From an optimization exercise on the open Yosys and OpenROAD flow, aimed at small area and a short achievable clock period; shortcuts taken in it are not production practice. Function was checked by simulation only, so behaviour that the tests miss may differ from the original. Power is estimated from default activity; no workload was simulated.

// vga_box_compositor
module vga_box_compositor #(
  parameter int COLOR_W  = 4,
  parameter int N_BOX    = 4,
  parameter int CW       = 10,
  parameter int H_ACTIVE = 640,
  parameter int H_FP     = 16,
  parameter int H_SYNC   = 96,
  parameter int H_BP     = 48,
  parameter int V_ACTIVE = 480,
  parameter int V_FP     = 10,
  parameter int V_SYNC   = 2,
  parameter int V_BP     = 33,
  localparam int IDX_W   = (N_BOX > 1) ? $clog2(N_BOX) : 1
) (
  input  logic                   clk,
  input  logic                   rst_n,
  input  logic                   pix_en,
  input  logic [3*COLOR_W-1:0]   bg_rgb,
  input  logic                   cfg_valid,
  output logic                   cfg_ready,
  input  logic [IDX_W-1:0]       cfg_idx,
  input  logic [CW-1:0]          cfg_x0,
  input  logic [CW-1:0]          cfg_y0,
  input  logic [CW-1:0]          cfg_x1,
  input  logic [CW-1:0]          cfg_y1,
  input  logic [3*COLOR_W-1:0]   cfg_rgb,
  input  logic [2:0]             cfg_alpha,
  input  logic                   cfg_en,
  output logic [COLOR_W-1:0]     vga_r,
  output logic [COLOR_W-1:0]     vga_g,
  ...
Settings: LEC_CHECK=0, CAP_MARGIN=20, CORE_MARGIN=2, CORE_UTILIZATION=40, CTS_BUF_LIST=sky130_fd_sc_hd__clkbuf_8, CTS_CLUSTER_DIAMETER=45, CTS_CLUSTER_SIZE=18, SLEW_MARGIN=20; clock period 20.0 ns.
standard.sh (not shown) runs the stock make flow with config.mk's settings and CLKGATE_MAP_FILE= SYNTH_SCRIPT=/design/flow/synth_recipe.tcl, a recipe that flattens the netlist after the stock synthesis.
==> flow/flow/run.sh <==
#!/bin/bash
export BUFFER_PORTS_ARGS="-buffer_cell sky130_fd_sc_hd__buf_1"
export SETUP_SLACK_MARGIN=11.76
export CTS_ARGS="-sink_clustering_enable -repair_clock_nets -dont_use_dummy_load -buf_list sky130_fd_sc_hd__clkbuf_8 -sink_clustering_size 18 -sink_clustering_max_diameter 45"
bash standard.sh > standard.log 2>&1
Next try:
==> flow/flow/run.sh (replaced) <==
#!/bin/bash
export BUFFER_PORTS_ARGS="-buffer_cell sky130_fd_sc_hd__buf_1"
export SETUP_SLACK_MARGIN=11.7
export CTS_ARGS="-sink_clustering_enable -repair_clock_nets -dont_use_dummy_load -buf_list sky130_fd_sc_hd__clkbuf_8 -sink_clustering_size 18 -sink_clustering_max_diameter 45"
bash standard.sh > standard.log 2>&1
PLACE_DENSITY = 0.85   (was unset)
After rerunning:
- synthesized area stays the same
- synthesized cell count stays the same
- fmax drops by 1.5%
- global-route usage drops by 0.21 points
- cell count is about the same
- clock power drops by 7.2%
- die area does not change
- routed wire length climbs by 0.78%
- sequential power hardly moves
Next try:
==> flow/run.sh (new file) <==
#!/bin/bash
# synth_recipe.tcl (not shown) runs the flow's synth.tcl, then flattens the netlist and writes it again
# the make line also repeats each setting of config.mk as NAME=value (left out here)
make -C /OpenROAD-flow-scripts/flow DESIGN_CONFIG=/design/flow/config.mk WORK_HOME=/design/flow/orfs CLKGATE_MAP_FILE= SYNTH_SCRIPT=/design/flow/synth_recipe.tcl finish
PLACE_DENSITY = unset   (was 0.85)
removed: flow/flow/run.sh
removed: flow/standard.sh
After rerunning: Power rises by 13%; worst setup slack got worse by 0.35 ns; critical path depth came out lower by 1.
Next try:
==> flow/flow/run.sh (new file) <==
#!/bin/bash
export BUFFER_PORTS_ARGS="-buffer_cell sky130_fd_sc_hd__buf_1"
export SETUP_SLACK_MARGIN=11.7
export CTS_ARGS='-sink_clustering_enable -repair_clock_nets -dont_use_dummy_load -buf_list {sky130_fd_sc_hd__clkbuf_4 sky130_fd_sc_hd__clkbuf_8} -sink_clustering_size 12 -sink_clustering_max_diameter 40'
bash standard.sh > standard.log 2>&1
==> flow/standard.sh (new file) <==
#!/bin/bash
# synth_recipe.tcl (not shown) runs the flow's synth.tcl, then flattens the netlist and writes it again
# the make line also repeats each setting of config.mk as NAME=value (left out here)
make -C /OpenROAD-flow-scripts/flow DESIGN_CONFIG=/design/flow/config.mk WORK_HOME=/design/flow/orfs CLKGATE_MAP_FILE= SYNTH_SCRIPT=/design/flow/synth_recipe.tcl "${@:-finish}"
CTS_BUF_LIST = sky130_fd_sc_hd__clkbuf_4 sky130_fd_sc_hd__clkbuf_8   (was sky130_fd_sc_hd__clkbuf_8)
CTS_CLUSTER_DIAMETER = 40   (was 45)
CTS_CLUSTER_SIZE = 12   (was 18)
removed: flow/run.sh
Register-to-register slack is worse by 0.04 ns.
Combinational power fell by 4.4%.
First-iteration DRC count fell by 26%.
Clock power fell by 18%.
Routed wire length fell by 2.8%.
Via count fell by 0.80%.
Sequential power barely changes.

[re-timing with driven ports]
The flow's constraints put no driver on any port. The routed layouts listed below were extracted and timed again, unchanged, in two steps. Step 1 assumes that a clkbuf_16 drives the clock port and a buf_2 every other input. Step 2 moves the port delays by t, midway between the first and last clock arrival at a register: inputs arrive t later, outputs are due t later. That takes back most of the time a late clock gives input paths. Slacks: ideal ports / drivers / drivers and shift; pairs: ideal ports / drivers.
run | t, ns | setup slack, ns | worst register clock-pin slew, ns
the first run | 0.658 | 11.713 / 11.664 / 11.664 | 0.11 / 0.11
the second run | 0.654 | 11.590 / 11.543 / 11.543 | 0.11 / 0.11
the third run | 0.707 | 11.245 / 11.222 / 11.222 | 0.11 / 0.11
the fourth run | 0.655 | 11.737 / 11.688 / 11.688 | 0.08 / 0.08
After both steps every run listed still meets setup and hold.
